What follows belongs to an exercise in optimizing a design on an open flow for small area and a short achievable clock period; a production flow would make more cautious choices.
Where RTL was checked, it was by simulation tests only, not by an equivalence proof against the original.
Only the layout flow was run in runs 3 to 6; the RTL was not checked for function there.
Power figures rest on the tool's default switching activity, not on a simulated workload.

### flow/run.sh
#!/bin/bash
# synth_recipe.tcl (not shown) runs the flow's synth.tcl, then flattens the netlist and writes it again
# the make line also repeats each setting of config.mk as NAME=value (left out here)
make -C /OpenROAD-flow-scripts/flow DESIGN_CONFIG=/design/flow/config.mk WORK_HOME=/design/flow/orfs CLKGATE_MAP_FILE= SYNTH_SCRIPT=/design/flow/synth_recipe.tcl finish
### flow/config.mk
export PLATFORM = sky130hd
export DESIGN_NAME = pixel_engine
export DESIGN_NICKNAME = pixel_engine
export VERILOG_FILES = /design/flow/design.v
export SDC_FILE = /design/flow/constraint.sdc
export NUM_CORES = 4
export LEC_CHECK = 0
export CAP_MARGIN = 20
export CORE_MARGIN = 2
export CORE_UTILIZATION = 40
export SETUP_SLACK_MARGIN = 4.0
export SLEW_MARGIN = 20
export TNS_END_PERCENT = 100
### flow/constraint.sdc
create_clock -name core_clock -period 10.0 [get_ports {pixel_clk}]
set_input_delay 2.0000 -clock core_clock [delete_from_list [all_inputs] [get_ports {pixel_clk}]]
set_output_delay 2.0000 -clock core_clock [all_outputs]
set_load 0.01 [all_outputs]
### flow/design.v
package pixel_engine_pkg;
    typedef logic [10-1:0] coord_t;
    typedef logic [2:0] pal_idx_t;
    typedef struct packed {
        logic [3:0] red;
        logic [3:0] green;
        logic [3:0] blue;
    } rgb444_t;
    typedef struct packed {
        logic [3:0] rsvd_b;
        rgb444_t    colour_b;
        logic [3:0] rsvd_a;
        rgb444_t    colour_a;
    } palette_entry_t;
    typedef enum logic {
        KIND_WALL   = 1'b0,
        KIND_BULLET = 1'b1
    } object_kind_t;
    typedef struct packed {
        logic [6:0]   reserved;   
        pal_idx_t     pal_idx;    
        coord_t       y;
        coord_t       x;
        object_kind_t kind;
        logic         valid;
    } object_entry_t;
    typedef struct packed {
        logic       invert;
        logic [6:0] reserved;
        pal_idx_t   fg_idx;
        logic       fg_sel;
        pal_idx_t   bg_idx;
        logic       bg_sel;
    } text_cell_t;
    typedef struct packed {
        logic [7:0] red;
        logic [7:0] green;
        logic [7:0] blue;
    } rgb_t;
    function automatic rgb_t widen(rgb444_t c);
        widen = {c.red, c.red, c.green, c.green, c.blue, c.blue};
    endfunction
endpackage
`timescale 1ns/1ns
module sprite_regs (
    input  logic                           pixel_clk,
    input  logic                           reset,
    input  logic                           psel,
    input  logic                           penable,
    input  logic                           pwrite,
    input  logic [8-1:0]         paddr,
    input  logic [32-1:0]         pwdata,
    output logic [32-1:0]         prdata,
    output logic                           pready,
    output logic                           pslverr,
    output logic [8*32-1:0]     palette,        
    output logic [16*25-1:0]     object_table    
);
    logic        pal_sel;    
    logic        obj_sel;    
    logic        wr_en;
    logic [31:0] wdata;      
    logic        pend_valid;
    logic [3:0]  pend_slot;
    logic [24:0] pend_data;
    logic [24:0] pend_wdata;
    logic [16-1:0] pend_hit;   
    assign pal_sel = paddr[7:5] == 3'b000;
    assign obj_sel = paddr[7:6] == 2'b01;
    assign wr_en   = psel && penable && pwrite;
    assign wdata   = reset ? 32'd0 : pwdata;
    for (genvar i = 0; i < 8; i++) begin : g_pal
        always_ff @(posedge pixel_clk) begin
            if (reset || (wr_en && pal_sel && paddr[4:2] == i)) begin
                palette[i*32 +: 32] <= wdata;
            end
        end
    end
    always_ff @(posedge pixel_clk) begin
        if (reset) begin
            pend_valid <= 1'b0;
        end else begin
            pend_valid <= wr_en && obj_sel;
        end
    end
    always_ff @(posedge pixel_clk) begin
        pend_slot <= paddr[5:2];
        pend_data <= pwdata[24:0];
    end
    assign pend_wdata = reset ? 25'd0 : pend_data;
    for (genvar j = 0; j < 16; j++) begin : g_obj
        assign pend_hit[j] = pend_valid && pend_slot == j;
        always_ff @(posedge pixel_clk) begin
            if (reset || pend_hit[j]) begin
                object_table[j*25 +: 25] <= pend_wdata;
            end
        end
    end
    logic [8-1:0] pal_rd;
    logic [16-1:0] obj_rd;
    logic                    pend_rd;
    for (genvar i = 0; i < 8; i++) begin : g_pal_rd
        assign pal_rd[i] = pal_sel && paddr[4:2] == i;
    end
    for (genvar j = 0; j < 16; j++) begin : g_obj_rd
        assign obj_rd[j] = obj_sel && paddr[5:2] == j && !pend_hit[j];
    end
    assign pend_rd = obj_sel && pend_valid && paddr[5:2] == pend_slot;
    always_comb begin
        prdata = '0;
        for (int i = 0; i < 8; i++) begin
            prdata = prdata | (palette[i*32 +: 32] & {32{pal_rd[i]}});
        end
        for (int j = 0; j < 16; j++) begin
            prdata[24:0] = prdata[24:0] | (object_table[j*25 +: 25] & {25{obj_rd[j]}});
        end
        prdata[24:0] = prdata[24:0] | (pend_data & {25{pend_rd}});
    end
    assign pready  = 1'b1;
    assign pslverr = psel && penable && !(pal_sel || obj_sel);
endmodule
`timescale 1ns/1ns
module axis_test (
    input  logic [9:0] npos,    
    input  logic [9:0] org,     
    output logic       wall,    
    output logic       near,    
    output logic [1:0] cls      
);
    logic [9:0] pos;
    logic [4:0] dl;          
    logic [5:0] bl;          
    logic [4:0] e;           
    logic [5:0] ch;          
    logic       e0, e1, em1;
    logic       lo_small, lo_big;
    assign pos = ~npos;
    assign bl[0] = 1'b0;
    assign ch[0] = 1'b0;
    for (genvar i = 0; i < 5; i++) begin : g_bit
        assign dl[i]   = pos[i] ^ org[i] ^ bl[i];
        assign bl[i+1] = (~pos[i] & org[i]) | (~(pos[i] ^ org[i]) & bl[i]);
        assign e[i]    = npos[i+5] ^ org[i+5] ^ ch[i];
        assign ch[i+1] = (npos[i+5] & org[i+5]) | (npos[i+5] & ch[i]) | (org[i+5] & ch[i]);
    end
    assign e0  = e == 5'd31;
    assign e1  = e == 5'd30 && !ch[5];
    assign em1 = e == 5'd0  &&  ch[5];
    assign lo_small = dl[4:3] == 2'b00 && (!dl[2] || dl[1:0] == 2'b00);
    assign lo_big   = dl[4:3] == 2'b11 && dl[2];
    assign wall = bl[5] ? e1 : e0;
    assign near = (lo_small && wall) || (lo_big && (bl[5] ? e0 : em1));
    always_comb begin
        case (dl[2:0])
            3'b000:                         cls = 2'd0;
            3'b001, 3'b111, 3'b010, 3'b110: cls = 2'd1;
            3'b011, 3'b101:                 cls = 2'd2;
            default:                        cls = 2'd3;
        endcase
    end
endmodule
module object_hit (
    input  logic [24:0]                     entry,     
    input  pixel_engine_pkg::coord_t        ndraw_x,   
    input  pixel_engine_pkg::coord_t        ndraw_y,
    output logic                            hit
);
    logic       wx, wy, nx, ny;
    logic [1:0] cx, cy;
    logic       disc;
    axis_test u_x (.npos(ndraw_x), .org(entry[11:2]),  .wall(wx), .near(nx), .cls(cx));
    axis_test u_y (.npos(ndraw_y), .org(entry[21:12]), .wall(wy), .near(ny), .cls(cy));
    always_comb begin
        case ({cx, cy})
            4'b00_00, 4'b00_01, 4'b00_10, 4'b00_11,
            4'b01_00, 4'b01_01, 4'b01_10,
            4'b10_00, 4'b10_01,
            4'b11_00: disc = 1'b1;
            default:  disc = 1'b0;
        endcase
    end
    assign hit = entry[0] && (entry[1] ? (nx && ny && disc) : (wx && wy));
endmodule
`timescale 1ns/1ns
module layer_compositor (
    input  logic                                                pixel_clk,
    input  logic                                                reset,
    input  logic [16-1:0]                             hit,        
    input  logic [16*25-1:0]                          object_table,
    input  logic [8*32-1:0]                          palette,    
    input  pixel_engine_pkg::coord_t                            draw_x,
    input  pixel_engine_pkg::coord_t                            draw_y,
    input  logic                                                video_on,
    input  pixel_engine_pkg::text_cell_t                        char_code,
    input  logic [7:0]                                          font_row,
    output pixel_engine_pkg::coord_t                            s1_nx,      
    output pixel_engine_pkg::coord_t                            s1_ny,
    output pixel_engine_pkg::rgb_t                              rgb
);
    localparam logic [1:0] K_BLACK  = 2'd0;
    localparam logic [1:0] K_BULLET = 2'd1;
    localparam logic [1:0] K_MORTAR = 2'd2;
    localparam logic [1:0] K_BRICK  = 2'd3;
    logic        font_bit;
    logic        s1_video_on;
    logic        s1_text_on;
    logic [3:0]  s1_text;     
    logic        obj_on;
    logic        obj_bullet;
    logic [2:0]  obj_idx;
    logic [4:0]  s2_code;
    logic [11:0] colour;      
    logic        dup;         
    logic [11:0] q_colour;
    logic        q_dup;
    assign font_bit = font_row[3'd7 - draw_x[2:0]] ^ char_code[15];
    always_ff @(posedge pixel_clk) begin
        if (reset) begin
            s1_video_on <= 1'b0;
        end else begin
            s1_video_on <= video_on;
        end
    end
    always_ff @(posedge pixel_clk) begin
        s1_nx      <= ~draw_x;
        s1_ny      <= ~draw_y;
        s1_text_on <= char_code != '0;
        s1_text    <= font_bit ? char_code[7:4] : char_code[3:0];
    end
    always_comb begin
        obj_on     = 1'b0;
        obj_bullet = 1'b0;
        obj_idx    = '0;
        for (int i = 16 - 1; i >= 0; i--) begin
            if (hit[i]) begin
                obj_on     = 1'b1;
                obj_bullet = object_table[i*25 + 1];
                obj_idx    = object_table[i*25 + 22 +: 3];
            end
        end
    end
    logic       s2_video_on;
    logic       s2_text_on;
    logic [3:0] s2_text;
    logic       s2_obj_on;
    logic       s2_obj_bullet;
    logic [2:0] s2_obj_idx;
    logic       s2_mortar;
    always_ff @(posedge pixel_clk) begin
        if (reset) begin
            s2_video_on <= 1'b0;
        end else begin
            s2_video_on <= s1_video_on;
        end
    end
    always_ff @(posedge pixel_clk) begin
        s2_text_on    <= s1_text_on;
        s2_text       <= s1_text;
        s2_obj_on     <= obj_on;
        s2_obj_bullet <= obj_bullet;
        s2_obj_idx    <= obj_idx;
        s2_mortar     <= s1_nx[4:0] == 5'h1f || s1_ny[3:0] == 4'hf;
    end
    always_comb begin
        if (!s2_video_on) begin
            s2_code = {3'b000, K_BLACK};
        end else if (s2_text_on) begin
            s2_code = {1'b1, s2_text};
        end else if (s2_obj_on) begin
            s2_code = s2_obj_bullet ? {3'b000, K_BULLET} : {1'b1, s2_obj_idx, 1'b0};
        end else if (s2_mortar) begin
            s2_code = {3'b000, K_MORTAR};
        end else begin
            s2_code = {3'b000, K_BRICK};
        end
    end
    always_comb begin
        colour = 12'h000;
        for (int k = 0; k < 2 * 8; k++) begin
            if (s2_code == {1'b1, 4'(k)}) begin
                colour = colour | palette[(k >> 1)*32 + (k & 1)*16 +: 12];
            end
        end
        case (s2_code)
            {3'b000, K_BULLET}: colour = colour | 12'hf50;
            {3'b000, K_MORTAR}: colour = colour | 12'h888;
            {3'b000, K_BRICK}:  colour = colour | 12'ha32;
            default:            colour = colour;
        endcase
        dup = s2_code[4] || s2_code[1:0] == K_BULLET;
    end
    always_ff @(posedge pixel_clk) begin
        if (reset) begin
            q_colour <= '0;
            q_dup    <= 1'b0;
        end else begin
            q_colour <= colour;
            q_dup    <= dup;
        end
    end
    assign rgb = {q_colour[11:8], q_colour[11:8] & {4{q_dup}},
                  q_colour[7:4],  q_colour[7:4]  & {4{q_dup}},
                  q_colour[3:0],  q_colour[3:0]  & {4{q_dup}}};
endmodule
`timescale 1ns/1ns
module pixel_engine (
    input  logic                         pixel_clk,
    input  logic                         reset,
    input  pixel_engine_pkg::coord_t     draw_x,
    input  pixel_engine_pkg::coord_t     draw_y,
    input  logic                         video_on,
    input  pixel_engine_pkg::text_cell_t char_code,
    input  logic [7:0]                   font_row,
    input  logic                         psel,
    input  logic                         penable,
    input  logic                         pwrite,
    input  logic [8-1:0]       paddr,
    input  logic [32-1:0]       pwdata,
    output logic [32-1:0]       prdata,
    output logic                         pready,
    output logic                         pslverr,
    output pixel_engine_pkg::rgb_t       rgb
);
    logic [8*32-1:0] palette;
    logic [16*25-1:0] object_table;
    logic [16-1:0]    hit;
    sprite_regs u_regs (
        .pixel_clk    (pixel_clk),
        .reset        (reset),
        .psel         (psel),
        .penable      (penable),
        .pwrite       (pwrite),
        .paddr        (paddr),
        .pwdata       (pwdata),
        .prdata       (prdata),
        .pready       (pready),
        .pslverr      (pslverr),
        .palette      (palette),
        .object_table (object_table)
    );
    pixel_engine_pkg::coord_t ndraw_x, ndraw_y;
    for (genvar i = 0; i < 16; i++) begin : g_obj
        object_hit u_hit (
            .entry  (object_table[i*25 +: 25]),
            .ndraw_x(ndraw_x),
            .ndraw_y(ndraw_y),
            .hit    (hit[i])
        );
    end
    layer_compositor u_comp (
        .pixel_clk    (pixel_clk),
        .reset        (reset),
        .hit          (hit),
        .object_table (object_table),
        .palette      (palette),
        .draw_x       (draw_x),
        .draw_y       (draw_y),
        .video_on     (video_on),
        .char_code    (char_code),
        .font_row     (font_row),
        .s1_nx        (ndraw_x),
        .s1_ny        (ndraw_y),
        .rgb          (rgb)
    );
endmodule
==> results of run 1 <==
## area by class of cell
| cell class | count | area [um2] |
|---|---|---|
| Antenna cell | 4 | 10.01 |
| Clock buffer | 111 | 2367 |
| Clock inverter | 46 | 484.2 |
| Fill cell | 8313 | 48460 |
| Inverter | 283 | 1067 |
| Multi-Input combinational cell | 1817 | 17250 |
| Sequential cell | 737 | 21320 |
| Tap cell | 1276 | 1597 |
| Timing Repair Buffer | 360 | 4008 |
## worst min-delay path by stage
| stage | from | slack, ns | end |
|---|---|---|---|
| finish | u_comp.s1_text[3] | 0.32 | u_comp.s2_text[3] |
| global route | u_comp.s1_text[0] | 0.33 | u_comp.s2_text[0] |
| CTS | u_comp.s1_text[3] | 0.31 | u_comp.s2_text[3] |
| detailed placement | u_comp.s1_text[2] | 0.31 | u_comp.s2_text[2] |
| global placement | u_comp.s1_text[1] | 0.31 | u_comp.s2_text[1] |
| floorplan | u_comp.s1_text[0] | 0.31 | u_comp.s2_text[0] |
## critical path: stages
cell      delay [ns]
buf_6           0.18
nand2b_4        0.20
nor2_4          0.05
buf_12          0.14
buf_4           0.20
a22oi_2         0.19
nand2_1         0.08
a211oi_2        0.35
nand4_1         0.77
buf_2           0.41
## stage by stage
| stage | area, um2 | total power, mW | cells | hold WS, ns |
|---|---|---|---|---|
| 2_1_floorplan | 38920 | 4.333 | 2931 | 0.3096 |
| 3_3_place_gp | 42550 | 4.838 | 4355 | 0.3110 |
| 3_5_place_dp | 42560 | 4.860 | 4355 | 0.3121 |
| 4_1_cts | 47020 | 8.061 | 4576 | 0.3119 |
| 5_1_grt | 48100 | 8.328 | 4630 | 0.3326 |
| 6_report | 48110 | 8.136 | 4634 | 0.3226 |
## state kept, by name (all words and copies together), names as in the netlist, 4 cells and up
register and count:
u_comp.q_colour 12, u_comp.s1_nx 10, u_comp.s1_ny 10, u_comp.s1_text 4, u_comp.s2_text 4, u_regs.object_table 400, u_regs.palette 256, u_regs.pend_data 25
u_regs.pend_slot 4
## power by group through the flow
stage	combinational [mW]	clock [mW]	sequential, mW
CTS	1.09	3.23	3.74
floorplan	0.603	0	3.73
global route	1.21	3.36	3.76
global placement	1.04	0	3.80
detailed placement	1.06	0	3.80
finish	1.15	3.23	3.76
## Yosys cell counts (all sizes together), types with 12 or more instances
master   instances  area share [%]
a21oi           47            0.60
a222oi          20            0.51
nand3b          32            0.62
ha              64             2.1
a22oi          216             4.2
and2            16            0.26
a31oi           28            0.45
o21ai           50            0.64
nand4           89             1.4
nor2b          112             1.8
and3            16            0.26
nor3            40            0.51
nor4            37            0.59
edfxtp         656              51
nand2b          37            0.59
fa             256              13
nand2          120             1.2
a221oi          93             2.1
clkbuf          91            0.88
nand3           36            0.46
a21o            12            0.23
a2111oi         13            0.36
nor2            91            0.88
or2             28            0.45
nor4b           23            0.55
a22o            89             2.0
dfxtp           81             4.2
inv            283             2.7
a211oi          30            0.58
## cell families after synthesis
kind of cell    count (synthesis)
other cells                     1
xor+xnor                        6
compound gates                724
mux                            20
buf+inv                       377
fa+ha+maj                     321
flops                         737
simple gates                  745
## timing repair
item                       4_1_cts  5_1_grt
cloned                           7        8
setup endpoints to repair       35       33
setup buffers                   57       46
pin swaps                       58       50
resized for setup              307      126
## per-layer routing
layer	track usage (%)	up-vias	wire length, um
li1	-	12120	-
met1	45.61	15470	62560
met2	49.28	2907	73450
met3	11.93	665	28080
met4	23.03	8	15200
met5	0.5208	-	98
==> impl_metrics.yaml, run 1 <==
setup_path:
  critPathCaptureType: "output port"
  reg2reg_depth: 16
  r2r_setup_slack_ns: 3.86
  crit_fanout: 13
  crit_path_end: "prdata[20]"
  critical_path_arrival_ns: 4.60
  r2r_path_start: "u_comp.s1_ny[5]"
  critical_path.startpoint: "paddr[2]"
  regToRegEndpoint: "u_comp.s2_obj_idx[2]"
  timing.critical_path.required_ns: 8.00
  worst-setup-path-type: "in -> out"
  cp-start-kind: "input port"
yosys:
  synth_edf_count: 656
  synthMuxAreaShare_pct: 0.6012
  synthesis.nets: 3341
  ys.flop_type: "edfxtp_1"
  synthesis.instances: 2931
  synth_cell_types: 91
  synth_top_family_by_area: "adder cells"
  mapped_area_mm2: 0.03892
  synth_warnings: 4
  asyncSetResetFlopFracSynth_pct: 0
  synthSimpleGateAreaFrac_pct: 11.10
  synth.yosys.seq_area_share_pct: 54.78
  synth_seq_cells: 737
  synth.avg_cell_area_um2: 13.28
  synth_area_in_compound_gates_pct: 14.46
  synth-xor-area-share_pct: 0.1350
  synth-adder-area-share_pct: 15.25
floorplan:
  initial_core_util_pct: 40.31
  floorplan.io_pins: 148
  die_area_mm2: 0.09981
  die_width_um: 315.9
  die_height_um: 315.9
  floorplan.rows: 114
  design.core.area_mm2: 0.09657
timing:
  final-max-slew-violation-count: 0
  final.period_utilization_pct: 65.98
  fmaxAchievable_mhz: 151.6
  final_worst_setup_slack_ns: 3.402
  post_route_setup_tns_ns: 0
  clock_skew_ns: 0.03109
  grt_setup_unrepaired: "true"
  timing.slew.headroom_pct: 15.71
  final-hold-violation-count: 0
  setup_viol_count_final: 0
  worst_pin_slew_ns: 1.264
  final.min_clock_period_ns: 6.598
layout:
  post_route_cells_drive_above_1_share_pct: 17.98
  layout_common_cells: "656 x edfxtp_1, 282 x inv_1, 256 x fa_1"
  final_common_cell: "edfxtp_1"
  area_growth_pct: 23.60
  finalNetCount: 3693
  final_core_utilization_pct: 49.82
routing:
  drt_first_iter_violations: 5795
  vias: 31170
  overall_routed_net_length_um: 179400
  drt_first_pass_iters: 10
  drc: 0
  detail_route.wl_per_cell_um: 38.71
  drtAntennaViolNets: 0
  detail_route.vias_per_cell: 6.727
clock_network:
  path_clk_slew_ns: 0.06
  buffer_type_at_the_clock_tree_root: "clkbuf_16"
  max-clock-path-buffers: 3
  cts_made_buffers: 84
  clk_latency_ns: 0.68
  cts-hold-fix-buffers: 0
  clock_tree_from_tritoncts: "done"
  clock_sinks: 737
  htreeDepth: 3
pwr:
  power.share.clock_pct: 39.7
  p_leak_nw: 17.61
  p_seq_share_pct: 46.2
  swShare_pct: 27.80
  powerDensity_mw_per_mm2: 169.1
  ir_drop_v: 0.0001182
  power.switching_mw: 2.262
  comb_power_share_pct: 14.1
  cellInternalPower_mw: 5.875
place:
  port_buffers: 144
  globalplace.congestion: 1.019
  dp_worst_setup_slack_ns: 1.824
  dpl.hpwl_um: 120600
min_path:
  hold_path_cell_cnt: 0
  holdCritPathClass: "reg -> reg"
global_routing:
  grt_max_degree: 57
  grt_pass1_vias: 29290
  grt_pass1_wl_um: 236200
  initial_antenna_violation_count: 9
  grt_util_all_layers_pct: 34.93
  globalRouteOverflowTotal: 0
status:
  result_of_the_run: "no timing/DRC/antenna violations"
job:
  maxCapViolCount: 0
==> inputs of run 2 (changes only) <==
--- a/flow/config.mk
+++ b/flow/config.mk
@@ -9,5 +9,5 @@
 export CORE_MARGIN = 2
 export CORE_UTILIZATION = 40
-export SETUP_SLACK_MARGIN = 4.0
+export SETUP_SLACK_MARGIN = 4.5
 export SLEW_MARGIN = 20
 export TNS_END_PERCENT = 100
==> run 2 against run 1 <==
- fmax grew 5.3%
- largest power group unchanged
- final cell count increased by 1.1%
- area after synthesis did not move
- flip-flop and latch count unchanged
- via count up 1.5%
- synthesized cell count unchanged
==> impl_metrics.yaml, run 2 <==
status:
  result_of_the_run: "no timing/DRC/antenna violations"
clock_network:
  clk_latency_ns: 0.66
  clock_sinks: 737
  max-clock-path-buffers: 3
  cts-hold-fix-buffers: 0
  htreeDepth: 3
  cts_made_buffers: 79
  buffer_type_at_the_clock_tree_root: "clkbuf_16"
  clock_tree_from_tritoncts: "done"
  path_clk_slew_ns: 0.06
timing:
  clock_skew_ns: 0.02570
  worst_pin_slew_ns: 1.263
  setup_viol_count_final: 0
  grt_setup_unrepaired: "true"
  final_worst_setup_slack_ns: 3.732
  fmaxAchievable_mhz: 159.5
  timing.slew.headroom_pct: 15.78
  final-hold-violation-count: 0
  final-max-slew-violation-count: 0
  final.min_clock_period_ns: 6.268
  final.period_utilization_pct: 62.68
  post_route_setup_tns_ns: 0
  final.hold.worst_slack_ns: 0.3297
pwr:
  ir_drop_v: 0.0001313
  comb_power_share_pct: 14.9
  powerDensity_mw_per_mm2: 162.9
  power.share.clock_pct: 37.8
  cellInternalPower_mw: 5.721
  p_leak_nw: 17.86
  swShare_pct: 28.13
  p_seq_share_pct: 47.4
  power.switching_mw: 2.239
yosys:
  ys.flop_type: "edfxtp_1"
  synth_edf_count: 656
  synth.yosys.seq_area_share_pct: 54.78
  synth_top_cells_by_area: "edfxtp_1 51%, fa_1 13%, a22oi_1 4.2%"
  synth_common_cells: "656 x edfxtp_1, 283 x inv_1, 256 x fa_1"
  synth_largest_type_area_fraction_pct: 50.61
  synth_seq_cells: 737
  synthesis.instances: 2931
  mapped_area_mm2: 0.03892
  asyncSetResetFlopFracSynth_pct: 0
  synthesis.nets: 3341
  cell_accounting_for_the_most_synthesized_area: "edfxtp_1"
  synth_cell_types: 91
  synth.avg_cell_area_um2: 13.28
  synth_most_common_cell: "edfxtp_1"
  synth_warnings: 4
place:
  dp_worst_setup_slack_ns: 1.888
  port_buffers: 144
  globalplace.congestion: 1.030
  dpl.hpwl_um: 125100
layout:
  reg.largest.list: "u_regs.object_table (400), u_regs.palette (256), u_regs.pend_data (25)"
  final_common_cell: "edfxtp_1"
  n_fill_cell: 8205
  layout_common_cells: "656 x edfxtp_1, 282 x inv_1, 254 x fa_1"
  area_growth_pct: 25.55
  largest_reg_flops: 400
  post_route_cells_drive_above_1_share_pct: 21.17
  max_flop_register: "u_regs.object_table"
  area.sequential_mm2: 0.02132
  multi_input_area_mm2: 0.01773
  finalNetCount: 3750
global_routing:
  grt_max_degree: 53
  routing_usage_on_met1_pct: 46.85
  layer_with_the_highest_usage: "met2"
  global_route.usage.met3_pct: 12.29
  globalRouteOverflowTotal: 0
  grt_pass1_wl_um: 240900
  grtUsageMet2_pct: 50.85
  grt_util_all_layers_pct: 35.53
  grt_pass1_vias: 29860
  initial_antenna_violation_count: 6
routing:
  drt_first_pass_iters: 8
  overall_routed_net_length_um: 180300
  drtAntennaViolNets: 0
  vias: 31640
  detail_route.vias_per_cell: 6.753
  drt_first_iter_violations: 5679
  drc: 0
  detail_route.wl_per_cell_um: 38.48
setup_path:
  critPathCaptureType: "output port"
  critical_path_arrival_ns: 4.27
  crit_fanout: 5
  cp-start-kind: "input port"
  timing.critical_path.required_ns: 8.00
  worst-setup-path-type: "in -> out"
floorplan:
  floorplan.io_pins: 148
  die_width_um: 315.9
  design.core.area_mm2: 0.09657
  die_height_um: 315.9
  floorplan.rows: 114
  initial_core_util_pct: 40.31
  die_area_mm2: 0.09981
min_path:
  holdCritPathClass: "reg -> reg"
job:
  maxCapViolCount: 0
## run 2: changes by cell type in the layout (fill, tap and decap cells not counted), sizes merged
cell	previous run	this run
bufbuf	3	2
inv	288	287
clkdlybuf4s50	106	105
diode	4	3
clkbuf	124	113
bufinv	8	5
dlygate4sd2	2	0
clkinvlp	4	3
clkinv	29	23
buf	231	313
nor2	91	92
dlymetal6s2s	5	0
## run 2: path summary, 6_finish.rpt
path | slack (ns) | depth (start not counted) | to | from
worst max-delay path | 3.73 | 12 | prdata[20] | paddr[6]
worst min-delay path | 0.33 | 0 | u_comp.s2_text[1] | u_comp.s1_text[1]
worst max register to register | 4.46 | 16 | u_comp.s2_obj_idx[1] | u_comp.s1_nx[5]
worst min register to register | 0.33 | 0 | u_comp.s2_text[1] | u_comp.s1_text[1]
## run 2: cell families after synthesis
family,share of synthesized area [%]
fa+ha+maj,15.25
mux,0.6012
other cells,0.009635
flops,54.78
simple gates,11.10
xor+xnor,0.1350
buf+inv,3.665
compound gates,14.46
## run 2: layer usage
layer	vias to the layer above	routed length [um]	share of wire [%]
met2	2819	74520	41
met5	-	40	0.022
li1	12230	-	-
met1	15940	65690	36
met4	8	14130	7.8
met3	647	25910	14
## run 2: cell type report
cell class	count	area share, %
Timing Repair Buffer	421	9.341
Multi-Input combinational cell	1818	36.28
Sequential cell	737	43.64
Tap cell	1276	3.267
Clock buffer	112	4.596
Inverter	283	2.184
Antenna cell	3	0.01536
Clock inverter	35	0.6811
## run 2: worst max-delay path, stage by stage
cell      delay (ns)
buf_8           0.11
inv_6           0.05
nor2_4          0.06
nand2_4         0.14
buf_6           0.13
nor3_4          0.06
buf_6           0.15
a22oi_2         0.17
nand4_1         0.13
a211oi_2        0.34
nand4_1         0.56
buf_2           0.35
## run 2: per-stage QoR
step	area [um2]	instances	util, %	power, mW
floorplan	39160	2931	-	4.337
global placement	42700	4357	44.22	4.851
detailed placement	42710	4358	44.23	4.870
CTS	47880	4637	49.58	7.856
global route	48860	4682	50.60	8.135
finish	48870	4685	50.60	7.960
## run 2: what timing repair did
item,in CTS,in global routing
setup buffers,124,44
setup endpoints to repair,38,36
gates cloned,8,1
gates resized for setup,475,117
endpoints found under the hold margin,0,0
pin swaps,98,69
## run 2: power groups by stage
stage               logic, mW  clock network, mW  registers (mW)
finish                   1.18               3.01            3.77
CTS                      1.11               2.99            3.75
floorplan               0.607                  0            3.73
detailed placement       1.06                  0            3.81
global placement         1.04                  0            3.81
global route             1.25               3.11            3.77
==> inputs of run 3 (changes only) <==
--- a/flow/design.v
+++ b/flow/design.v
@@ -228,16 +228,17 @@
         s1_text    <= font_bit ? char_code[7:4] : char_code[3:0];
     end
-    always_comb begin
-        obj_on     = 1'b0;
-        obj_bullet = 1'b0;
-        obj_idx    = '0;
-        for (int i = 16 - 1; i >= 0; i--) begin
-            if (hit[i]) begin
-                obj_on     = 1'b1;
-                obj_bullet = object_table[i*25 + 1];
-                obj_idx    = object_table[i*25 + 22 +: 3];
-            end
-        end
+    logic [3:0] node_info [0:2*16-2];   
+    logic       node_on   [0:2*16-2];
+    for (genvar i = 0; i < 16; i++) begin : g_leaf
+        assign node_on[16-1+i]   = hit[i];
+        assign node_info[16-1+i] = {object_table[i*25 + 1], object_table[i*25 + 22 +: 3]};
     end
+    for (genvar n = 16-2; n >= 0; n--) begin : g_node
+        assign node_on[n]   = node_on[2*n+1] || node_on[2*n+2];
+        assign node_info[n] = node_on[2*n+1] ? node_info[2*n+1] : node_info[2*n+2];
+    end
+    assign obj_on     = node_on[0];
+    assign obj_bullet = node_info[0][3];
+    assign obj_idx    = node_info[0][2:0];
     logic       s2_video_on;
     logic       s2_text_on;
==> flow/flow/run.sh (new file) <==
#!/bin/bash
# The standard layout (standard.sh), with plain buffers on the ports in place
# of the delay-cell buffers ORFS picks by default, and clock tree synthesis
# without dummy loads. The make output goes to standard.log; ORFS keeps each
# step's log under orfs/logs.
set -euo pipefail
export BUFFER_PORTS_ARGS="-buffer_cell sky130_fd_sc_hd__buf_2"
export CTS_ARGS="-sink_clustering_enable -repair_clock_nets -sink_clustering_size 24 -sink_clustering_max_diameter 100 -dont_use_dummy_load"
bash standard.sh > standard.log 2>&1
==> flow/standard.sh (new file) <==
#!/bin/bash
# synth_recipe.tcl (not shown) runs the flow's synth.tcl, then flattens the netlist and writes it again
# the make line also repeats each setting of config.mk as NAME=value (left out here)
make -C /OpenROAD-flow-scripts/flow DESIGN_CONFIG=/design/flow/config.mk WORK_HOME=/design/flow/orfs CLKGATE_MAP_FILE= SYNTH_SCRIPT=/design/flow/synth_recipe.tcl "${@:-finish}"
--- a/flow/config.mk
+++ b/flow/config.mk
@@ -8,6 +8,8 @@
 export CAP_MARGIN = 20
 export CORE_MARGIN = 2
-export CORE_UTILIZATION = 40
-export SETUP_SLACK_MARGIN = 4.5
+export CORE_UTILIZATION = 50
+export GPL_ROUTABILITY_DRIVEN = 0
+export PLACE_DENSITY = 0.65
+export SETUP_SLACK_MARGIN = 3.8
 export SLEW_MARGIN = 20
 export TNS_END_PERCENT = 100
removed: flow/run.sh
==> run 3 against run 2 <==
- highest routed layer unchanged
- global-route usage down 2.3 points
- design area down 11%
- critical path depth down 1
- combinational power down 12%
- worst hold slack better by 0.017 ns
==> impl_metrics.yaml, run 3 <==
layout:
  multi_input_area_mm2: 0.01684
  finalNetCount: 3531
  final_area_mm2: 0.04341
  area_growth_pct: 10.94
  final_core_utilization_pct: 56.04
  fin_cells: 4162
  layout_common_cells: "656 x edfxtp_1, 288 x inv_1, 256 x fa_1"
  max_flop_register: "u_regs.object_table"
  largest_reg_flops: 400
  reg.largest.list: "u_regs.object_table (400), u_regs.palette (256), u_regs.pend_data (25)"
  n_fill_cell: 6291
  post_route_cells_drive_above_1_share_pct: 13.91
  area.sequential_mm2: 0.02132
  final_common_cell: "edfxtp_1"
job:
  maxCapViolCount: 0
timing:
  grt_setup_unrepaired: "true"
  fmaxAchievable_mhz: 158.6
  post_route_setup_tns_ns: 0
  final.period_utilization_pct: 63.04
  final.min_clock_period_ns: 6.304
  final-hold-violation-count: 0
  clock_skew_ns: 0.04203
  final-max-slew-violation-count: 0
  setup_viol_count_final: 0
  final.hold.worst_slack_ns: 0.3464
  worst_pin_slew_ns: 1.342
  timing.slew.headroom_pct: 9.744
setup_path:
  critical_path_depth: 11
  cp_slowest_cell: "a211oi_2"
  crit_path_end: "prdata[16]"
  r2r_setup_slack_ns: 3.90
  crit_buf_inv: 3
  critical_path_arrival_ns: 4.30
  worst-setup-path-type: "in -> out"
  cp-start-kind: "input port"
  reg2reg_depth: 15
  timing.critical_path.required_ns: 8.00
  regToRegEndpoint: "u_comp.s2_obj_idx[1]"
  r2r_path_start: "u_comp.s1_ny[5]"
  crit_fanout: 25
  max_stage_delay_ns: 0.40
  critical_path.startpoint: "paddr[3]"
  critPathCaptureType: "output port"
  path_delay_family: "compound AO/OA/AOI/OAI gates"
  crit_path_cell_trace: "buf_6, nor2b_1, nand2_2, nor3_2, buf_12, a22o_4, a221oi_1, nand3_1, a211oi_2, nand4_1, buf_2"
clock_network:
  clock_tree_from_tritoncts: "done"
  max-clock-path-buffers: 3
  path_clk_slew_ns: 0.10
  clock_sinks: 737
  htreeDepth: 2
  cts-hold-fix-buffers: 0
  clk_latency_ns: 0.62
  buffer_type_at_the_clock_tree_root: "clkbuf_16"
  cts_made_buffers: 38
yosys:
  synth_largest_type_area_fraction_pct: 50.34
  ys.flop_type: "edfxtp_1"
  synth_most_common_cell: "edfxtp_1"
  synth.avg_cell_area_um2: 13.41
  synth_warnings: 6
  synth_top_cells_by_area: "edfxtp_1 50%, fa_1 13%, dfxtp_1 4.1%"
  synth_edf_count: 656
  asyncSetResetFlopFracSynth_pct: 0
  mapped_area_mm2: 0.03913
  synthesis.instances: 2919
  synth_common_cells: "656 x edfxtp_1, 289 x inv_1, 256 x fa_1"
  synth.yosys.seq_area_share_pct: 54.49
  synthesis.nets: 3329
  cell_accounting_for_the_most_synthesized_area: "edfxtp_1"
  synth_cell_types: 92
  synth_seq_cells: 737
routing:
  overall_routed_net_length_um: 138400
  vias: 28640
  detail_route.wl_per_cell_um: 33.26
  drc: 0
  drt_first_iter_violations: 4577
  detail_route.vias_per_cell: 6.880
  drtAntennaViolNets: 0
  drt_first_pass_iters: 8
global_routing:
  initial_antenna_violation_count: 5
  grt_util_all_layers_pct: 33.22
  globalRouteOverflowTotal: 0
  grt_max_degree: 67
  grt_pass1_vias: 27960
  grt_pass1_wl_um: 192900
floorplan:
  floorplan.rows: 102
  die_width_um: 283.8
  floorplan.io_pins: 148
  initial_core_util_pct: 50.51
  die_area_mm2: 0.08051
  die_height_um: 283.8
  design.core.area_mm2: 0.07747
place:
  port_buffers: 144
  dpl.hpwl_um: 93410
  placed_area_mm2: 0.04147
  place_inst: 4086
status:
  result_of_the_run: "no timing/DRC/antenna violations"
min_path:
  holdCritPathClass: "reg -> reg"
pwr:
  p_leak_nw: 15.96
  powerDensity_mw_per_mm2: 147.7
  ir_drop_v: 0.0001265
run 3: where the power goes:
part	leakage [nW]	switching [mW]	internal, mW
logic	8.22	0.665	0.375
clock network	0.468	0.966	0.683
registers	7.27	0.144	3.58
total	16.0	1.78	4.63
run 3: kinds of logic after synthesis:
| family | share of synthesized area (%) |
|---|---|
| DFF | 54.49 |
| and+or+nand+nor | 10.63 |
| AOI/OAI and AO/OA | 14.10 |
| buffers and inverters | 3.789 |
| adders and majority gates | 15.22 |
| muxes | 1.589 |
| xor gates and xnor gates | 0.1791 |
| other | 0.009583 |
run 3: worst min-delay path by stage:
| stage | start | to | slack [ns] | cells after the start |
|---|---|---|---|---|
| 6_report | u_comp.s1_text[2] | u_comp.s2_text[2] | 0.35 | 0 |
| 5_1_grt | u_comp.s1_text[2] | u_comp.s2_text[2] | 0.36 | 0 |
| 4_1_cts | u_comp.s1_text[2] | u_comp.s2_text[2] | 0.35 | 0 |
| 3_5_place_dp | u_comp.s1_text[2] | u_comp.s2_text[2] | 0.33 | 0 |
| 3_3_place_gp | u_comp.s1_text[2] | u_comp.s2_text[2] | 0.32 | 0 |
| 2_1_floorplan | u_comp.s1_text[0] | u_comp.s2_text[0] | 0.31 | 0 |
run 3: through the flow:
stage          worst slack (ns)  power (mW)
4_1_cts                   3.745       6.363
2_1_floorplan             4.137       4.357
5_1_grt                   3.694       6.599
3_5_place_dp              2.888       4.765
6_report                  3.696       6.409
3_3_place_gp              2.938       4.713
run 3: layer usage:
metal  GRT usage, %  part of all wire, %  vias up
li1               -                    -    11650
met1          45.69                   38    14270
met2          49.02                   43     2301
met3          8.481                   13      408
met4          17.00                  6.0        8
met5              0                0.087        -
run 3: repair_timing:
action                     in CTS  in global routing
gates cloned                    0                  4
setup buffers                   4                 27
gates resized for setup        98                 37
pin swaps                      30                 28
setup endpoints to repair      27                 25
run 3: area by class of cell:
type	instances	share of cell area, %
inverters	289	2.499
multi-input cells	1800	38.80
repair buffers	255	4.375
well taps	1040	2.998
diodes	3	0.01729
clock buffers	38	2.191
flip-flops and latches	737	49.12
==> inputs of run 4 (changes only) <==
--- a/flow/design.v
+++ b/flow/design.v
@@ -61,9 +61,4 @@
     logic        wr_en;
     logic [31:0] wdata;      
-    logic        pend_valid;
-    logic [3:0]  pend_slot;
-    logic [24:0] pend_data;
-    logic [24:0] pend_wdata;
-    logic [16-1:0] pend_hit;   
     assign pal_sel = paddr[7:5] == 3'b000;
     assign obj_sel = paddr[7:6] == 2'b01;
@@ -77,21 +72,8 @@
         end
     end
-    always_ff @(posedge pixel_clk) begin
-        if (reset) begin
-            pend_valid <= 1'b0;
-        end else begin
-            pend_valid <= wr_en && obj_sel;
-        end
-    end
-    always_ff @(posedge pixel_clk) begin
-        pend_slot <= paddr[5:2];
-        pend_data <= pwdata[24:0];
-    end
-    assign pend_wdata = reset ? 25'd0 : pend_data;
     for (genvar j = 0; j < 16; j++) begin : g_obj
-        assign pend_hit[j] = pend_valid && pend_slot == j;
         always_ff @(posedge pixel_clk) begin
-            if (reset || pend_hit[j]) begin
-                object_table[j*25 +: 25] <= pend_wdata;
+            if (reset || (wr_en && obj_sel && paddr[5:2] == j)) begin
+                object_table[j*25 +: 25] <= wdata[24:0];
             end
         end
@@ -99,12 +81,10 @@
     logic [8-1:0] pal_rd;
     logic [16-1:0] obj_rd;
-    logic                    pend_rd;
     for (genvar i = 0; i < 8; i++) begin : g_pal_rd
         assign pal_rd[i] = pal_sel && paddr[4:2] == i;
     end
     for (genvar j = 0; j < 16; j++) begin : g_obj_rd
-        assign obj_rd[j] = obj_sel && paddr[5:2] == j && !pend_hit[j];
+        assign obj_rd[j] = obj_sel && paddr[5:2] == j;
     end
-    assign pend_rd = obj_sel && pend_valid && paddr[5:2] == pend_slot;
     always_comb begin
         prdata = '0;
@@ -115,5 +95,4 @@
             prdata[24:0] = prdata[24:0] | (object_table[j*25 +: 25] & {25{obj_rd[j]}});
         end
-        prdata[24:0] = prdata[24:0] | (pend_data & {25{pend_rd}});
     end
     assign pready  = 1'b1;
@@ -186,5 +165,5 @@
     input  logic                                                pixel_clk,
     input  logic                                                reset,
-    input  logic [16-1:0]                             hit,        
+    input  logic [16-1:0]                             hit,
     input  logic [16*25-1:0]                          object_table,
     input  logic [8*32-1:0]                          palette,    
@@ -194,6 +173,4 @@
     input  pixel_engine_pkg::text_cell_t                        char_code,
     input  logic [7:0]                                          font_row,
-    output pixel_engine_pkg::coord_t                            s1_nx,      
-    output pixel_engine_pkg::coord_t                            s1_ny,
     output pixel_engine_pkg::rgb_t                              rgb
 );
@@ -203,10 +180,15 @@
     localparam logic [1:0] K_BRICK  = 2'd3;
     logic        font_bit;
-    logic        s1_video_on;
-    logic        s1_text_on;
-    logic [3:0]  s1_text;     
     logic        obj_on;
     logic        obj_bullet;
     logic [2:0]  obj_idx;
+    logic        s1_video_on;
+    logic        s1_text_on;
+    logic [3:0]  s1_text;     
+    logic        s1_obj_on;
+    logic        s1_obj_bullet;
+    logic [2:0]  s1_obj_idx;
+    logic        s1_mortar;
+    logic [4:0]  code_next;
     logic [4:0]  s2_code;
     logic [11:0] colour;      
@@ -215,4 +197,16 @@
     logic        q_dup;
     assign font_bit = font_row[3'd7 - draw_x[2:0]] ^ char_code[15];
+    always_comb begin
+        obj_on     = 1'b0;
+        obj_bullet = 1'b0;
+        obj_idx    = '0;
+        for (int i = 16 - 1; i >= 0; i--) begin
+            if (hit[i]) begin
+                obj_on     = 1'b1;
+                obj_bullet = object_table[i*25 + 1];
+                obj_idx    = object_table[i*25 + 22 +: 3];
+            end
+        end
+    end
     always_ff @(posedge pixel_clk) begin
         if (reset) begin
@@ -223,55 +217,29 @@
     end
     always_ff @(posedge pixel_clk) begin
-        s1_nx      <= ~draw_x;
-        s1_ny      <= ~draw_y;
-        s1_text_on <= char_code != '0;
-        s1_text    <= font_bit ? char_code[7:4] : char_code[3:0];
-    end
-    logic [3:0] node_info [0:2*16-2];   
-    logic       node_on   [0:2*16-2];
-    for (genvar i = 0; i < 16; i++) begin : g_leaf
-        assign node_on[16-1+i]   = hit[i];
-        assign node_info[16-1+i] = {object_table[i*25 + 1], object_table[i*25 + 22 +: 3]};
-    end
-    for (genvar n = 16-2; n >= 0; n--) begin : g_node
-        assign node_on[n]   = node_on[2*n+1] || node_on[2*n+2];
-        assign node_info[n] = node_on[2*n+1] ? node_info[2*n+1] : node_info[2*n+2];
-    end
-    assign obj_on     = node_on[0];
-    assign obj_bullet = node_info[0][3];
-    assign obj_idx    = node_info[0][2:0];
-    logic       s2_video_on;
-    logic       s2_text_on;
-    logic [3:0] s2_text;
-    logic       s2_obj_on;
-    logic       s2_obj_bullet;
-    logic [2:0] s2_obj_idx;
-    logic       s2_mortar;
-    always_ff @(posedge pixel_clk) begin
-        if (reset) begin
-            s2_video_on <= 1'b0;
+        s1_text_on    <= char_code != '0;
+        s1_text       <= font_bit ? char_code[7:4] : char_code[3:0];
+        s1_obj_on     <= obj_on;
+        s1_obj_bullet <= obj_bullet;
+        s1_obj_idx    <= obj_idx;
+        s1_mortar     <= draw_x[4:0] == 5'd0 || draw_y[3:0] == 4'd0;
+    end
+    always_comb begin
+        if (!s1_video_on) begin
+            code_next = {3'b000, K_BLACK};
+        end else if (s1_text_on) begin
+            code_next = {1'b1, s1_text};
+        end else if (s1_obj_on) begin
+            code_next = s1_obj_bullet ? {3'b000, K_BULLET} : {1'b1, s1_obj_idx, 1'b0};
+        end else if (s1_mortar) begin
+            code_next = {3'b000, K_MORTAR};
         end else begin
-            s2_video_on <= s1_video_on;
+            code_next = {3'b000, K_BRICK};
         end
     end
     always_ff @(posedge pixel_clk) begin
-        s2_text_on    <= s1_text_on;
-        s2_text       <= s1_text;
-        s2_obj_on     <= obj_on;
-        s2_obj_bullet <= obj_bullet;
-        s2_obj_idx    <= obj_idx;
-        s2_mortar     <= s1_nx[4:0] == 5'h1f || s1_ny[3:0] == 4'hf;
-    end
-    always_comb begin
-        if (!s2_video_on) begin
-            s2_code = {3'b000, K_BLACK};
-        end else if (s2_text_on) begin
-            s2_code = {1'b1, s2_text};
-        end else if (s2_obj_on) begin
-            s2_code = s2_obj_bullet ? {3'b000, K_BULLET} : {1'b1, s2_obj_idx, 1'b0};
-        end else if (s2_mortar) begin
-            s2_code = {3'b000, K_MORTAR};
+        if (reset) begin
+            s2_code <= '0;
         end else begin
-            s2_code = {3'b000, K_BRICK};
+            s2_code <= code_next;
         end
     end
@@ -341,4 +309,6 @@
     );
     pixel_engine_pkg::coord_t ndraw_x, ndraw_y;
+    assign ndraw_x = ~draw_x;
+    assign ndraw_y = ~draw_y;
     for (genvar i = 0; i < 16; i++) begin : g_obj
         object_hit u_hit (
@@ -360,6 +330,4 @@
         .char_code    (char_code),
         .font_row     (font_row),
-        .s1_nx        (ndraw_x),
-        .s1_ny        (ndraw_y),
         .rgb          (rgb)
     );
==> flow/run.sh (new file) <==
#!/bin/bash
# synth_recipe.tcl (not shown) runs the flow's synth.tcl, then flattens the netlist and writes it again
# the make line also repeats each setting of config.mk as NAME=value (left out here)
make -C /OpenROAD-flow-scripts/flow DESIGN_CONFIG=/design/flow/config.mk WORK_HOME=/design/flow/orfs CLKGATE_MAP_FILE= SYNTH_SCRIPT=/design/flow/synth_recipe.tcl finish
--- a/flow/config.mk
+++ b/flow/config.mk
@@ -8,8 +8,6 @@
 export CAP_MARGIN = 20
 export CORE_MARGIN = 2
-export CORE_UTILIZATION = 50
-export GPL_ROUTABILITY_DRIVEN = 0
-export PLACE_DENSITY = 0.65
-export SETUP_SLACK_MARGIN = 3.8
+export CORE_UTILIZATION = 40
+export SETUP_SLACK_MARGIN = 4.5
 export SLEW_MARGIN = 20
 export TNS_END_PERCENT = 100
removed: flow/flow/run.sh
removed: flow/standard.sh
==> run 4 against run 3 <==
- still clean on timing, DRC and antenna
- fmax up 2.1%
- power up 27%
- final cell count rose by 12%
- clock power grew 78%
- combinational power rose by 49%
- synthesized cell count shrank 3.8%
- via count increased by 9.5%
- critical path depth increased by 1
- count of clock-buffer cells in the layout rose by 54
- clock skew decreased by 0.016 ns
- wire length grew 33%
- non-clock buffer count grew 311
- critical path type unchanged
- highest routed layer unchanged
==> impl_metrics.yaml, run 4 <==
routing:
  drtAntennaViolNets: 0
  vias: 31350
  detail_route.wl_per_cell_um: 39.49
  overall_routed_net_length_um: 184600
  drc: 0
  detail_route.vias_per_cell: 6.705
  drt_first_pass_iters: 6
  drt_first_iter_violations: 5726
timing:
  post_route_setup_tns_ns: 0
  fmaxAchievable_mhz: 161.9
  final_worst_setup_slack_ns: 3.824
  final.min_clock_period_ns: 6.176
  grt_setup_unrepaired: "true"
  worst_pin_slew_ns: 1.253
  clock_skew_ns: 0.02580
  final-max-slew-violation-count: 0
  timing.slew.headroom_pct: 16.18
  final.period_utilization_pct: 61.76
  final-hold-violation-count: 0
  setup_viol_count_final: 0
global_routing:
  grt_pass1_wl_um: 245000
  grt_util_all_layers_pct: 37.89
  grt_pass1_vias: 30430
  initial_antenna_violation_count: 11
  globalRouteOverflowTotal: 0
  grt_max_degree: 43
yosys:
  mapped_area_mm2: 0.03726
  synth_top_cells_by_area: "edfxtp_1 53%, fa_1 14%, a22oi_1 5.5%"
  ys.flop_type: "edfxtp_1"
  synth-adder-area-share_pct: 15.90
  synthesis.nets: 3218
  synth_seq_cells: 686
  synthesis.instances: 2808
  synth_area_in_compound_gates_pct: 14.64
  synth-xor-area-share_pct: 0.02350
  synth_edf_count: 656
  synth_common_cells: "656 x edfxtp_1, 271 x a22oi_1, 258 x inv_1"
  synth_warnings: 4
  synth_largest_type_area_fraction_pct: 52.87
  synth_top_family_by_area: "adder cells"
  synth.avg_cell_area_um2: 13.27
  asyncSetResetFlopFracSynth_pct: 0
  synth_cell_types: 89
  synthSimpleGateAreaFrac_pct: 10.78
  synth.yosys.seq_area_share_pct: 54.48
  synthMuxAreaShare_pct: 0.5910
  cell_accounting_for_the_most_synthesized_area: "edfxtp_1"
  synth_most_common_cell: "edfxtp_1"
floorplan:
  initial_core_util_pct: 40.53
  floorplan.io_pins: 148
  design.core.area_mm2: 0.09194
  floorplan.rows: 111
  die_height_um: 309.2
  die_area_mm2: 0.09561
  die_width_um: 309.2
layout:
  layout_common_cells: "656 x edfxtp_1, 267 x buf_4, 239 x inv_1"
  finalNetCount: 3775
  post_route_cells_drive_above_1_share_pct: 30.21
  reg.largest.list: "u_regs.object_table (400), u_regs.palette (256), u_comp.q_colour (12)"
  largest_reg_flops: 400
  final_common_cell: "edfxtp_1"
  area_growth_pct: 33.41
  max_flop_register: "u_regs.object_table"
min_path:
  worstHoldStart: "u_comp.s1_text[2]"
  holdCritPathClass: "reg -> reg"
place:
  dp_worst_setup_slack_ns: 1.422
  port_buffers: 144
  dpl.hpwl_um: 121500
  globalplace.congestion: 1.057
clock_network:
  htreeDepth: 3
  clk_latency_ns: 0.68
  clock_tree_from_tritoncts: "done"
  clock_sinks: 686
  max-clock-path-buffers: 3
  cts_made_buffers: 75
  path_clk_slew_ns: 0.06
  buffer_type_at_the_clock_tree_root: "clkbuf_16"
status:
  result_of_the_run: "no timing/DRC/antenna violations"
setup_path:
  critical_path_arrival_ns: 4.18
  reg2reg_depth: 16
  critical_path.startpoint: "paddr[7]"
  critPathCaptureType: "output port"
  cp-start-kind: "input port"
  r2r_setup_slack_ns: 5.16
  crit_path_end: "prdata[1]"
  timing.critical_path.required_ns: 8.00
  r2r_path_start: "u_regs.object_table[167]"
  worst-setup-path-type: "in -> out"
  regToRegEndpoint: "u_comp.s1_obj_idx[1]"
  crit_fanout: 6
pwr:
  powerDensity_mw_per_mm2: 163.4
  p_leak_nw: 17.72
  ir_drop_v: 0.0001395
job:
  maxCapViolCount: 0
## run 4: cell count changes in the layout (fill, tap and decap cells not counted), sizes merged, moves of 35 or more
cell	before	now
inv	289	254
a22oi	208	271
nor2b	112	45
clkdlybuf4s50	0	92
clkbuf	43	97
mux2i	52	7
nor4	48	13
dfxtp	81	30
nand2	94	146
nor2	70	120
buf	250	460
a21oi	36	82
## run 4: where the power goes
part           internal [mW]  switching [mW]  total (mW)
clock                   1.68            1.26        2.94
sequential              3.41           0.227        3.64
combinational          0.586           0.962        1.55
total                   5.68            2.45        8.13
## run 4: area by class of cell
class / count / area [um2]
Inverter: 258 / 1008
Tap cell: 1243 / 1555
Antenna cell: 7 / 17.52
Clock inverter: 46 / 561.8
Timing Repair Buffer: 566 / 5981
Sequential cell: 686 / 20300
Multi-Input combinational cell: 1778 / 18350
Clock buffer: 92 / 1941
Fill cell: 7635 / 42230
## run 4: kinds of logic after synthesis
logic type,after synthesis
buffers and inverters,349
xor gates and xnor gates,1
other,1
adders and majority gates,320
DFF,686
AOI/OAI and AO/OA,716
muxes,18
and+or+nand+nor,717
## run 4: how the worst min path moves through the flow
stage | end | slack (ns) | cells past startpoint
6_report | u_comp.s2_code[2] | 0.50 | 2
5_1_grt | u_comp.s2_code[2] | 0.52 | 2
4_1_cts | u_comp.s2_code[2] | 0.49 | 2
3_5_place_dp | u_comp.s2_code[2] | 0.48 | 2
3_3_place_gp | u_comp.s2_code[2] | 0.48 | 2
2_1_floorplan | u_comp.s2_code[0] | 0.43 | 2
## run 4: critical path, cell delays in order
cell and delay, ns:
buf_8 0.08, nor2_4 0.04, buf_12 0.13, nand2_8 0.09
buf_6 0.11, nor2_4 0.04, buf_12 0.15, a22oi_2 0.54
nand3_2 0.17, nor2_4 0.25, nand4_1 0.31, buf_2 0.25
## run 4: timing repair
item	in CTS	in global routing
resized for setup	706	129
pin swaps	238	162
hold buffers	0	0
setup buffers	230	75
cloned	15	6
setup endpoints to repair	37	34
## run 4: through the flow
stage                     hold WS (ns)  cell area (um2)  utilization (%)  cells  total power [mW]
final                           0.5022            49710            54.07   4676             8.125
after global placement          0.4824            41170            44.78   4204             4.883
after detailed placement        0.4784            41190            44.80   4205             4.935
after global routing            0.5236            49690            54.05   4669             8.315
after floorplan                 0.4334            37340                -   2808             4.282
after CTS                       0.4932            48400            52.64   4588             7.993
## run 4: per-layer routing
metal	routed length [um]	share of wire, %	vias up	GRT usage, %
li1	-	-	12110	-
met1	64560	35	15690	46.80
met2	77620	42	2787	54.89
met3	23850	13	755	12.27
met4	18550	10	10	29.75
met5	66	0.036	-	0.05056
==> inputs of run 5 (changes only) <==
--- a/flow/config.mk
+++ b/flow/config.mk
@@ -9,5 +9,5 @@
 export CORE_MARGIN = 2
 export CORE_UTILIZATION = 40
-export SETUP_SLACK_MARGIN = 4.5
+export SETUP_SLACK_MARGIN = 3.8
 export SLEW_MARGIN = 20
 export TNS_END_PERCENT = 100
==> run 5 against run 4 <==
- sequential power hardly changed
- still clean
- sequential share of layout area is 2.6 points higher
- wire length is 4.8% lower
- design area is 5.9% lower
- via count is 3.1% lower
- first-iteration DRC count is 5.3% lower
==> impl_metrics.yaml, run 5 <==
floorplan:
  initial_core_util_pct: 40.53
  die_area_mm2: 0.09561
  floorplan.io_pins: 148
  design.core.area_mm2: 0.09194
  floorplan.rows: 111
  die_width_um: 309.2
  die_height_um: 309.2
global_routing:
  grt_pass1_wl_um: 237100
  grt_max_degree: 44
  globalRouteOverflowTotal: 0
  grt_pass1_vias: 29420
  grt_util_all_layers_pct: 36.45
  initial_antenna_violation_count: 3
place:
  port_buffers: 144
  globalplace.congestion: 1.066
  dpl.hpwl_um: 120100
  dp_worst_setup_slack_ns: 1.593
yosys:
  synth_warnings: 4
  synth_cell_types: 89
  synthesis.instances: 2808
  asyncSetResetFlopFracSynth_pct: 0
  synth_edf_count: 656
  mapped_area_mm2: 0.03726
  synth_largest_type_area_fraction_pct: 52.87
  synth_most_common_cell: "edfxtp_1"
  cell_accounting_for_the_most_synthesized_area: "edfxtp_1"
  synth.yosys.seq_area_share_pct: 54.48
  ys.flop_type: "edfxtp_1"
  synthesis.nets: 3218
  synth_seq_cells: 686
  synth.avg_cell_area_um2: 13.27
  synth_top_cells_by_area: "edfxtp_1 53%, fa_1 14%, a22oi_1 5.5%"
  synth_common_cells: "656 x edfxtp_1, 271 x a22oi_1, 258 x inv_1"
routing:
  vias: 30390
  drt_first_iter_violations: 5420
  drtAntennaViolNets: 0
  drc: 0
  drt_first_pass_iters: 7
  overall_routed_net_length_um: 175800
  detail_route.wl_per_cell_um: 39.05
  detail_route.vias_per_cell: 6.751
clock_network:
  cts-hold-fix-buffers: 0
  htreeDepth: 3
  clk_latency_ns: 0.66
  buffer_type_at_the_clock_tree_root: "clkbuf_16"
  clock_tree_from_tritoncts: "done"
  path_clk_slew_ns: 0.06
  clock_sinks: 686
  max-clock-path-buffers: 3
  cts_made_buffers: 76
min_path:
  holdCritPathClass: "reg -> reg"
  hold_end: "u_comp.s2_code[1]"
  hold_path_cell_cnt: 2
  worstHoldStart: "u_comp.s1_text[1]"
layout:
  largest_reg_flops: 400
  final_common_cell: "edfxtp_1"
  finalNetCount: 3604
  final_core_utilization_pct: 50.88
  area_growth_pct: 25.53
  layout_common_cells: "656 x edfxtp_1, 257 x a22oi_1, 245 x inv_1"
  post_route_cells_drive_above_1_share_pct: 22.09
  reg.largest.list: "u_regs.object_table (400), u_regs.palette (256), u_comp.q_colour (12)"
  max_flop_register: "u_regs.object_table"
setup_path:
  critical-path-top-cell-by-count: "fa_1"
  regToRegEndpoint: "u_comp.s1_obj_idx[2]"
  cp-start-kind: "input port"
  reg2reg_depth: 18
  cp_slowest_cell: "o21ai_0"
  critical_path_arrival_ns: 6.89
  r2r_path_start: "u_regs.object_table[167]"
  timing.critical_path.required_ns: 10.54
  crit_fanout: 8
  worst-setup-path-type: "in -> reg"
  max_stage_delay_ns: 0.54
  r2r_setup_slack_ns: 5.04
  crit_path_cell_trace: "buf_12, clkinvlp_4, buf_8, buf_4, ha_1, inv_1, fa_1, inv_1, fa_1, fa_1, fa_1, nand4b_1, nor3b_1, a31oi_2, o21ai_0, nor4b_2, buf_4, nor2_4, mux2i_1, and4b_2, o221ai_2, a221o_1"
  critPathCaptureType: "register"
timing:
  final.period_utilization_pct: 63.46
  final-max-slew-violation-count: 0
  final.min_clock_period_ns: 6.346
  worst_pin_slew_ns: 1.228
  final.hold.worst_slack_ns: 0.4886
  final-hold-violation-count: 0
  final_worst_setup_slack_ns: 3.654
  setup_viol_count_final: 0
  clock_skew_ns: 0.01967
  post_route_setup_tns_ns: 0
  grt_setup_unrepaired: "true"
  fmaxAchievable_mhz: 157.6
  timing.slew.headroom_pct: 17.85
status:
  result_of_the_run: "no timing/DRC/antenna violations"
pwr:
  powerDensity_mw_per_mm2: 169.9
  ir_drop_v: 0.0001128
  p_leak_nw: 16.50
  power_mw: 7.947
job:
  maxCapViolCount: 0
run 5: critical path, delay by kind of cell:
| kind | cells | cell delay (ns) |
|---|---|---|
| buffers and inverters | 7 | 0.82 |
| adders and majority gates | 5 | 1.63 |
| AOI/OAI and AO/OA | 4 | 1.09 |
| and+or+nand+nor | 5 | 1.12 |
| muxes | 1 | 0.19 |
run 5: worst max path at each step:
stage | slack (ns) | cells past startpoint | endpoint | start
after detailed placement | 1.59 | 18 | u_comp.s1_obj_idx[2] | draw_y[5]
after CTS | 3.72 | 19 | u_comp.s1_obj_idx[1] | draw_x[1]
after global placement | 1.61 | 18 | u_comp.s1_obj_idx[2] | draw_y[5]
after global routing | 3.66 | 22 | u_comp.s1_obj_idx[2] | draw_y[5]
after floorplan | 3.81 | 16 | u_comp.s1_obj_idx[1] | draw_y[5]
final | 3.65 | 22 | u_comp.s1_obj_idx[2] | draw_y[5]
run 5: power breakdown:
group / switching (mW) / internal [mW] / total, mW
clock: 1.23 / 1.64 / 2.87
sequential: 0.213 / 3.41 / 3.63
combinational: 0.918 / 0.530 / 1.45
total: 2.36 / 5.59 / 7.95
run 5: timing repair:
action                                  CTS  global route
gates resized for setup                 373           111
endpoints found under the setup margin   37            25
pin swaps                                97            63
setup buffers                           131            19
hold endpoints to repair                  0             0
cloned                                    2             1
run 5: cell families (layout without fill, tap and decap cells):
logic type                 Yosys count  count (layout)  synth area share [%]
xor gates and xnor gates             1               1               0.02351
other                                1               4               0.01006
DFF                                686             686                 54.48
muxes                               18              18                0.5910
buffers and inverters              349             795                 3.579
AOI/OAI and AO/OA                  716             717                 14.64
and+or+nand+nor                    717             717                 10.78
adders and majority gates          320             320                 15.90
run 5: through the flow:
| step | instance area, um2 | instances |
|---|---|---|
| floorplan | 37290 | 2808 |
| global placement | 41160 | 4205 |
| detailed placement | 41180 | 4206 |
| CTS | 46140 | 4478 |
| global route | 46770 | 4498 |
| finish | 46770 | 4501 |
run 5: final cells by class:
| class | count | area (um2) |
|---|---|---|
| Inverter | 258 | 1002 |
| Sequential cell | 686 | 20300 |
| Timing Repair Buffer | 398 | 3869 |
| Antenna cell | 3 | 7.507 |
| Multi-Input combinational cell | 1774 | 17530 |
| Tap cell | 1243 | 1555 |
| Fill cell | 7838 | 45170 |
| Clock buffer | 98 | 2049 |
| Clock inverter | 41 | 459.2 |
run 5: layer usage:
layer,up-vias,track usage [%],routed length (um)
li1,11760,-,-
met1,15370,47.45,63400
met2,2639,53.90,75810
met3,619,9.010,21530
met4,2,24.86,15000
met5,-,0,12
==> inputs of run 6 (changes only) <==
--- a/flow/config.mk
+++ b/flow/config.mk
@@ -9,4 +9,6 @@
 export CORE_MARGIN = 2
 export CORE_UTILIZATION = 40
+export CTS_CLUSTER_DIAMETER = 100
+export CTS_CLUSTER_SIZE = 24
 export SETUP_SLACK_MARGIN = 3.8
 export SLEW_MARGIN = 20
==> run 6 against run 5 <==
- still clean on timing, DRC and antenna
- utilization fell by 1.3 points
- register-to-register slack improved by 0.02 ns
- flip-flop and latch count did not move
- via count fell by 1.2%
- global-route usage fell by 0.34 points
- power fell by 14%
- largest power group unchanged
- highest routed layer unchanged
==> impl_metrics.yaml, run 6 <==
routing:
  detail_route.vias_per_cell: 6.760
  drt_first_pass_iters: 6
  detail_route.wl_per_cell_um: 39.59
  vias: 30020
  drtAntennaViolNets: 0
  drt_first_iter_violations: 5277
  overall_routed_net_length_um: 175800
  drc: 0
timing:
  final.min_clock_period_ns: 6.308
  final-hold-violation-count: 0
  timing.slew.headroom_pct: 17.70
  fmaxAchievable_mhz: 158.5
  grt_setup_unrepaired: "true"
  final.hold.worst_slack_ns: 0.5023
  post_route_setup_tns_ns: 0
  setup_viol_count_final: 0
  clock_skew_ns: 0.03000
  worst_pin_slew_ns: 1.229
  final-max-slew-violation-count: 0
  final.period_utilization_pct: 63.08
  final_worst_setup_slack_ns: 3.692
setup_path:
  critical_path_depth: 12
  critPathCaptureType: "output port"
  reg2reg_depth: 15
  critical_path_arrival_ns: 4.31
  crit_buf_inv: 6
  max_stage_delay_ns: 0.39
  crit_fanout: 8
  worst-setup-path-type: "in -> out"
  cp_slowest_cell: "nor2_2"
  cp-start-kind: "input port"
  crit_path_cell_trace: "buf_6, nand3b_1, buf_4, nor2_2, buf_12, buf_6, buf_4, a22oi_1, nand4_1, nor2_2, nand4_1, dlygate4sd2_1"
  timing.critical_path.required_ns: 8.00
  path_delay_family: "buffers and inverters"
yosys:
  synth-adder-area-share_pct: 15.90
  mapped_area_mm2: 0.03726
  synth_top_cells_by_area: "edfxtp_1 53%, fa_1 14%, a22oi_1 5.5%"
  synth_seq_cells: 686
  synthesis.instances: 2808
  synth_cell_types: 89
  synth_largest_type_area_fraction_pct: 52.87
  synth_edf_count: 656
  synth_area_in_compound_gates_pct: 14.64
  synth_warnings: 4
  synth_top_family_by_area: "adder cells"
  synthMuxAreaShare_pct: 0.5910
  synth_common_cells: "656 x edfxtp_1, 271 x a22oi_1, 258 x inv_1"
  cell_accounting_for_the_most_synthesized_area: "edfxtp_1"
  synthesis.nets: 3218
  synthSimpleGateAreaFrac_pct: 10.78
  synth-xor-area-share_pct: 0.02350
  synth.yosys.seq_area_share_pct: 54.48
  synth.avg_cell_area_um2: 13.27
  asyncSetResetFlopFracSynth_pct: 0
  ys.flop_type: "edfxtp_1"
  synth_most_common_cell: "edfxtp_1"
min_path:
  hold_path_cell_cnt: 2
  holdCritPathClass: "reg -> reg"
pwr:
  powerDensity_mw_per_mm2: 149.3
  cellInternalPower_mw: 4.691
  p_seq_share_pct: 53.2
  comb_power_share_pct: 21.4
  power.share.clock_pct: 25.5
  p_leak_nw: 15.91
  ir_drop_v: 0.0001075
  swShare_pct: 31.09
  power.switching_mw: 2.116
layout:
  largest_reg_flops: 400
  final_common_cell: "edfxtp_1"
  finalNetCount: 3585
  reg.largest.list: "u_regs.object_table (400), u_regs.palette (256), u_comp.q_colour (12)"
  post_route_cells_drive_above_1_share_pct: 21.77
  layout_common_cells: "656 x edfxtp_1, 257 x a22oi_1, 242 x inv_1"
  area_growth_pct: 22.38
  max_flop_register: "u_regs.object_table"
global_routing:
  routing_usage_on_met1_pct: 47.11
  initial_antenna_violation_count: 3
  layer_with_the_highest_usage: "met2"
  grt_max_degree: 44
  globalRouteOverflowTotal: 0
  grt_pass1_wl_um: 235600
  grt_pass1_vias: 29110
  grtUsageMet2_pct: 53.49
  global_route.usage.met3_pct: 8.327
  grt_util_all_layers_pct: 36.11
clock_network:
  htreeDepth: 2
  path_clk_slew_ns: 0.09
  buffer_type_at_the_clock_tree_root: "clkbuf_16"
  clock_tree_from_tritoncts: "done"
  cts_made_buffers: 36
  clk_latency_ns: 0.62
  clock_sinks: 686
  cts-hold-fix-buffers: 0
  max-clock-path-buffers: 3
place:
  globalplace.congestion: 1.066
  dpl.hpwl_um: 120100
  dp_worst_setup_slack_ns: 1.593
  port_buffers: 144
floorplan:
  design.core.area_mm2: 0.09194
  floorplan.rows: 111
  initial_core_util_pct: 40.53
  die_height_um: 309.2
  die_width_um: 309.2
  floorplan.io_pins: 148
  die_area_mm2: 0.09561
job:
  maxCapViolCount: 0
status:
  result_of_the_run: "no timing/DRC/antenna violations"
-- run 6: changes by cell type in the layout (fill, tap and decap cells not counted), moves of 4 or more --
| cell | previous run | this run |
|---|---|---|
| clkbuf_16 | 77 | 38 |
| buf_6 | 22 | 31 |
| clkinvlp_4 | 16 | 10 |
| clkinv_2 | 10 | 1 |
| fa_1 | 227 | 217 |
| fa_2 | 29 | 39 |
| clkinv_1 | 11 | 0 |
| clkinv_8 | 4 | 0 |
| clkbuf_8 | 4 | 0 |
| buf_4 | 189 | 202 |
| bufinv_16 | 7 | 2 |
| clkbuf_1 | 16 | 8 |
-- run 6: power by group through the flow --
| stage | logic (mW) | registers, mW | clock network [mW] |
|---|---|---|---|
| final | 1.45 | 3.62 | 1.73 |
| after global routing | 1.54 | 3.63 | 1.83 |
| after CTS | 1.34 | 3.61 | 1.73 |
| after detailed placement | 1.25 | 3.67 | 0 |
| after global placement | 1.20 | 3.66 | 0 |
| after floorplan | 0.721 | 3.56 | 0 |
-- run 6: worst reg2reg max path: stages, from the launching register on --
cell and delay [ns]:
edfxtp_1 0.53, ha_4 0.22, inv_2 0.04, fa_2 0.18
inv_2 0.04, fa_2 0.33, fa_2 0.35, fa_1 0.47
or4b_4 0.51, nor3_4 0.23, o2111ai_1 0.13, a2111o_1 0.52
o32a_4 0.49, mux2_4 0.33, a2111oi_4 0.35, o21ai_1 0.13
-- run 6: layout make-up --
type                       count  area [um2]
clock buffer                  45       955.9
multi-input combinational   1774       17560
sequential                   686       20300
inverter                     258        1002
antenna                        5       12.51
fill                        7928       46340
tap                         1243        1555
timing repair buffer         419        4071
clock inverter                11       141.4
-- run 6: timing repair --
action	4_1_cts	5_1_grt
pin swaps	103	100
cloned	3	2
endpoints found under the setup margin	37	35
resized for setup	365	159
buffers inserted	129	38
-- run 6: final timing paths --
| path | start | end | slack (ns) |
|---|---|---|---|
| setup reg to reg | u_regs.object_table[167] | u_comp.s1_obj_idx[1] | 5.06 |
| setup / recovery | paddr[7] | prdata[24] | 3.69 |
| hold reg to reg | u_comp.s1_text[2] | u_comp.s2_code[2] | 0.50 |
| hold / removal | u_comp.s1_text[2] | u_comp.s2_code[2] | 0.50 |
-- run 6: logic make-up (layout without fill, tap and decap cells) --
kind of cell	count (synthesis)	in the layout
other	1	6
AND/OR/NAND/NOR	717	717
adder cells (fa/ha/maj)	320	320
buffers and inverters	349	733
XOR/XNOR	1	1
multiplexers	18	18
flip-flops	686	686
AO/OA/AOI/OAI	716	717
-- run 6: stage by stage --
stage	instances	cell area [um2]	util [%]	total power [mW]
after CTS	4394	44690	48.61	6.678
after detailed placement	4206	41180	44.79	4.919
final	4441	45600	49.60	6.808
after global routing	4436	45590	49.59	7.001
after floorplan	2808	37290	-	4.281
after global placement	4205	41160	44.77	4.868
-- run 6: per-layer routing --
metal | vias to the layer above | share of wire (%)
met4 | 6 | 9.1
li1 | 11680 | -
met2 | 2518 | 43
met1 | 15250 | 36
met5 | - | 0.060
met3 | 572 | 12

Setup slack of run 6, layout unchanged: 3.692 ns with ideal ports, 3.649 ns with driving cells assumed (clock clkbuf_16, inputs buf_2), 3.105 ns with port delays also shifted by the 0.679 ns mid clock arrival.
